Background: an optimization exercise with open tools, aiming at small area, a short achievable clock period and few clock cycles per item. Do not read the settings as production practice.
RTL that was checked went through simulation tests only; none was proved equivalent to the original.
Power is estimated from default activity; no workload was simulated.

## run P
// text_full_justify_top
module text_full_justify_top (
	input  wire logic       clk,
	input  wire logic       arst_n,
	input  wire logic       cfg_we,
	input  wire logic [5:0] cfg_wdata,
	input  wire logic       in_valid,
	output logic            in_ready,
	input  wire logic [7:0] in_byte,
	input  wire logic       in_byte_valid,
	input  wire logic       in_word_end,
	input  wire logic       in_text_end,
	output logic            out_valid,
	input  wire logic       out_ready,
	output logic [7:0]      out_byte,
	output logic            out_line_last,
	output logic            out_word_cut
);
make LEC_CHECK=0 ABC_CLOCK_PERIOD_IN_PS=2600 CAP_MARGIN=20 CORE_MARGIN=2 CORE_UTILIZATION=60 CTS_CLUSTER_DIAMETER=100 CTS_CLUSTER_SIZE=30 SETUP_SLACK_MARGIN=4.5 SLEW_MARGIN=20 finish   # period 7.0 ns
run.sh (not shown) runs the stock make flow with config.mk's settings and CLKGATE_MAP_FILE= SYNTH_SCRIPT=/design/flow/synth_recipe.tcl, a recipe that flattens the netlist after the stock synthesis.
### run P -> run B
--- a/flow/design.v
+++ b/flow/design.v
@@ -164,85 +164,85 @@
 `default_nettype wire
 `default_nettype none
 module tfj_dp (
 	input  wire logic       clk,
 	input  wire logic       arst_n,
 	input  wire logic       wr_en,
 	input  wire logic       wr_adv,
 	input  wire logic [8:0] wr_data,
 	input  wire logic       rd_take,
 	output logic            q_v,
 	output logic [8:0]      q_data,
-	output logic [6:0]      mc_o
+	output logic [6:0]      mc
 );
 	logic [8:0] mem [64];
 	logic [3:0] wa_q;
 	logic [3:0] wb_q;
 	logic [3:0] wc_q;
-	logic [6:0] ra_q;     
-	logic [6:0] wn_q;     
-	logic [6:0] mc;       
+	logic [5:0] ra_q;
+	logic [6:0] mc_q;     
 	logic       ne_q;     
 	logic       load;
 	logic [8:0] r1 [16];
 	logic [8:0] r2 [4];
 	logic [8:0] rd;
 	always_comb begin
 		for (int i = 0; i < 16; i++) begin
 			r1[i] = ra_q[1] ? (ra_q[0] ? mem[4 * i + 3] : mem[4 * i + 2])
 				: (ra_q[0] ? mem[4 * i + 1] : mem[4 * i]);
 		end
 		for (int i = 0; i < 4; i++) begin
 			r2[i] = ra_q[3] ? (ra_q[2] ? r1[4 * i + 3] : r1[4 * i + 2])
 				: (ra_q[2] ? r1[4 * i + 1] : r1[4 * i]);
 		end
 		rd = ra_q[5] ? (ra_q[4] ? r2[3] : r2[2]) : (ra_q[4] ? r2[1] : r2[0]);
 	end
 	assign load = (rd_take || !q_v) && ne_q;
-	assign mc   = wn_q - ra_q;
-	assign mc_o = mc;
+	assign mc   = mc_q;
 	always_ff @(posedge clk) begin
 		for (int i = 0; i < 64; i++) begin
 			if (wr_en && wa_q[i % 4] && wb_q[(i / 4) % 4] && wc_q[i / 16]) begin
 				mem[i] <= wr_data;
 			end
 		end
 		if (load) begin
 			q_data <= rd;
 		end
 	end
 	always_ff @(posedge clk or negedge arst_n) begin
 		if (!arst_n) begin
 			wa_q <= 4'b0001;
 			wb_q <= 4'b0001;
 			wc_q <= 4'b0001;
-			ra_q <= 7'd0;
-			wn_q <= 7'd0;
+			ra_q <= 6'd0;
+			mc_q <= 7'd0;
 			ne_q <= 1'b0;
 			q_v  <= 1'b0;
 		end else begin
 			if (wr_adv) begin
 				wa_q <= {wa_q[2:0], wa_q[3]};
 				if (wa_q[3]) begin
 					wb_q <= {wb_q[2:0], wb_q[3]};
 					if (wb_q[3]) begin
 						wc_q <= {wc_q[2:0], wc_q[3]};
 					end
 				end
 			end
-			if (wr_adv) begin
-				wn_q <= wn_q + 7'd1;
+			if (wr_adv && !load) begin
+				mc_q <= mc_q + 7'd1;
+			end else if (!wr_adv && load) begin
+				mc_q <= mc_q - 7'd1;
 			end
-			ne_q <= wr_adv || (ne_q && !(mc == 7'd1 && load));
+			ne_q <= wr_adv || (ne_q && !(mc_q == 7'd1 && load));
 			if (load) begin
-				ra_q <= ra_q + 7'd1;
+				ra_q <= ra_q + 6'd1;
 				q_v  <= 1'b1;
 			end else if (rd_take) begin
 				q_v <= 1'b0;
 			end
 		end
 	end
 endmodule
 `default_nettype wire
 `default_nettype none
 module text_full_justify_top (
 	input  wire logic       clk,
@@ -455,23 +455,23 @@
 	assign wfull_safe = !(it_v && it_cl) && !(accept && in_cl)
 		&& (wfull_q || (it_v && it_bv && wlc_q + 6'd1 == w_q));
 	tfj_dp u_dp (
 		.clk     (clk),
 		.arst_n  (arst_n),
 		.wr_en   (it_v && it_bv && !wfull_q),
 		.wr_adv  (store),
 		.wr_data ({wlc_q == 6'd0, it_b}),
 		.rd_take (rd_take),
 		.q_v     (q_v),
 		.q_data  (q_data),
-		.mc_o    (mc)
+		.mc      (mc)
 	);
 	tfj_ctrl u_ctrl (
 		.clk           (clk),
 		.arst_n        (arst_n),
 		.w             (w_q),
 		.nl_ready      (nl_v),
 		.nl_len        (nl_len),
 		.nl_cut        (nl_cut),
 		.nl_bm1        (nl_bm1),
 		.nl_rem        (nl_rem),
 		.nl_take       (nl_take),
--- outcome ---
- Having completed the whole flow, run B delivered a layout that passed the timing, design-rule and antenna checks.
- Est. power | run B vs run P | run B higher
- Looking at multi-input logic cell count, run B sits about 2.2% higher than run P does.
- Compared with run P, placement density in the core of run B is higher.
- Aggregate global-route resource usage came out higher on run B than on run P.
- Of run B and run P, it is run B that has the higher routed wire length.
- On clock network fraction of total power: run B sits below run P.
- Final setup slack of the worst path improves in run B relative to run P.
Testbench counts of run B, summed over its fixed seeds: cycles 14,959, bytes 14,730.
No functional check of the RTL was part of run P.

* * *

RTL: one of the versions met above, not the one the previous note started from.
Size: about 1900 cells after synthesis, about 750 flip-flops, about 34 I/O pins, roughly 31000 µm² of cells after synthesis.
// text_full_justify_top
module text_full_justify_top (
	input  wire logic       clk,
	input  wire logic       arst_n,
	input  wire logic       cfg_we,
	input  wire logic [5:0] cfg_wdata,
	input  wire logic       in_valid,
	output logic            in_ready,
	input  wire logic [7:0] in_byte,
	input  wire logic       in_byte_valid,
	input  wire logic       in_word_end,
	input  wire logic       in_text_end,
	output logic            out_valid,
	input  wire logic       out_ready,
	output logic [7:0]      out_byte,
	output logic            out_line_last,
	output logic            out_word_cut
);
	logic [5:0] w_q;
	logic       rdy_q;
	logic       it_v;
	logic [7:0] it_b;
	logic       it_bv;
	logic       it_cl;
	logic       it_te;
	logic [5:0] wlc_q;    
	logic       wfull_q;  
	logic       ovf_q;    
	logic       b_v;
	logic [5:0] b_wl;
	logic       b_ovf;
	logic       b_ne;     
	logic       b_brk;    
	logic       b_tep;    
	logic [5:0] len_q;    
	logic [4:0] n_q;      
	logic       cut_q;
	logic [5:0] rp1_q;    
	logic       le_q;     
	logic       dst_q;
	logic [2:0] dcnt_q;
	logic [4:0] ds_q;
	logic [3:0] dr_q;
	logic       nl_v;
	logic [5:0] nl_len;
	logic       nl_cut;
	logic [4:0] nl_bm1;
	logic [3:0] nl_rem;
	logic       nl_take;
	logic       q_v;
	logic [8:0] q_data;
	logic       rd_take;
	logic [6:0] mc;
	logic       accept;
	logic       in_cl;
	logic       a_stall;
	logic       a_cons;
	logic       store;
	logic [5:0] wlc_new;
	logic       xfer;
	logic       ne_new;
	logic       b_fresh;
	logic [5:0] add_len;
	logic       add_cut;
	logic       div_done;
	logic       b_stall;
	logic       b_proc;
	logic       b_cons;
	logic       b_v_d;
	logic [4:0] t5;
	logic       qbit;
	logic [3:0] gaps;
	logic       it_v_nx;
	logic       cl_nx;
	logic       room;
	logic       wfull_safe;
	assign in_cl  = in_word_end | in_text_end;
  ...
make LEC_CHECK=0 ABC_CLOCK_PERIOD_IN_PS=2600 CAP_MARGIN=20 CORE_MARGIN=2 CORE_UTILIZATION=60 CTS_CLUSTER_DIAMETER=100 CTS_CLUSTER_SIZE=30 SETUP_SLACK_MARGIN=4.4 SLEW_MARGIN=20 finish   # period 7.0 ns
Testbench counts at the start, summed over its fixed seeds: cycles 14,959, bytes 14,730.
==> next run, changes <==
--- a/flow/design.v
+++ b/flow/design.v
@@ -333,25 +333,25 @@
 	assign add_cut  = (b_fresh ? 1'b0 : cut_q) | b_ovf;
 	assign div_done = !dst_q && dcnt_q == 3'd5;
 	assign b_stall  = b_brk ? (nl_v || !div_done) : (b_tep && nl_v);
 	assign b_proc   = b_v && !b_stall;
 	assign b_cons   = b_proc && !(b_brk && b_tep);
 	assign b_v_d    = xfer || (b_v && !b_cons);
 	assign gaps = n_q[3:0] - 4'd1;
 	assign t5   = {dr_q, ds_q[4]};
 	assign qbit = t5 >= {1'b0, gaps};
 	always_ff @(posedge clk or negedge arst_n) begin
 		if (!arst_n) begin
 			w_q     <= tfj_pkg::WIDTH_RESET;
-			rdy_q   <= 1'b0;
+			rdy_q   <= 1'b1;
 			it_v    <= 1'b0;
 			wlc_q   <= 6'd0;
 			wfull_q <= 1'b0;
 			ovf_q   <= 1'b0;
 			b_v     <= 1'b0;
 			len_q   <= 6'd0;
 			n_q     <= 5'd0;
 			cut_q   <= 1'b0;
 			rp1_q   <= 6'd0;
 			le_q    <= 1'b1;
 			dst_q   <= 1'b0;
 			dcnt_q  <= 3'd0;
=>
- maximum frequency falls by 0.97%
- setup slack gets worse by 0.026 ns
- hold slack degrades by 0.019 ns
- sequential power stays flat
- critical path depth goes down by 5
Testbench counts after the change, summed over its fixed seeds: cycles 14,959, bytes 14,730.

==> port drivers added, routing unchanged <==
The flow's constraints put no driver on any port. The routed layouts listed below were extracted and timed again, unchanged, in two steps.
Step 1, drivers: a clkbuf_16 drives clk and a buf_2 each remaining input, both assumed.
Step 2 adds t to the input delays and takes it off the output delays; t is the mean of the earliest and latest rising clock arrival at the registers after step 1. Input paths then give back, and output paths get back, about the clock's delay inside the block.
Three values: no drivers, after step 1, after step 2; two values: the first two.
run	t, ns	slack for setup (ns)	worst setup path at the end	pins driven straight from the clock port
run P	0.706	4.386 / 4.321 / 4.053	input to register	1
run B	0.693	4.435 / 4.376 / 4.214	input, reset recovery	1
the first run of note 2	0.675	4.329 / 4.329 / 4.307	input, reset recovery	1
the second run of note 2	0.697	4.303 / 4.241 / 4.187	input, reset recovery	1
After both steps every run listed still meets setup and hold. For run P, which loses most, drivers alone change the setup slack by -0.065 ns; drivers and shift together by -0.333 ns. The worst setup slack also covers recovery checks on asynchronous resets.
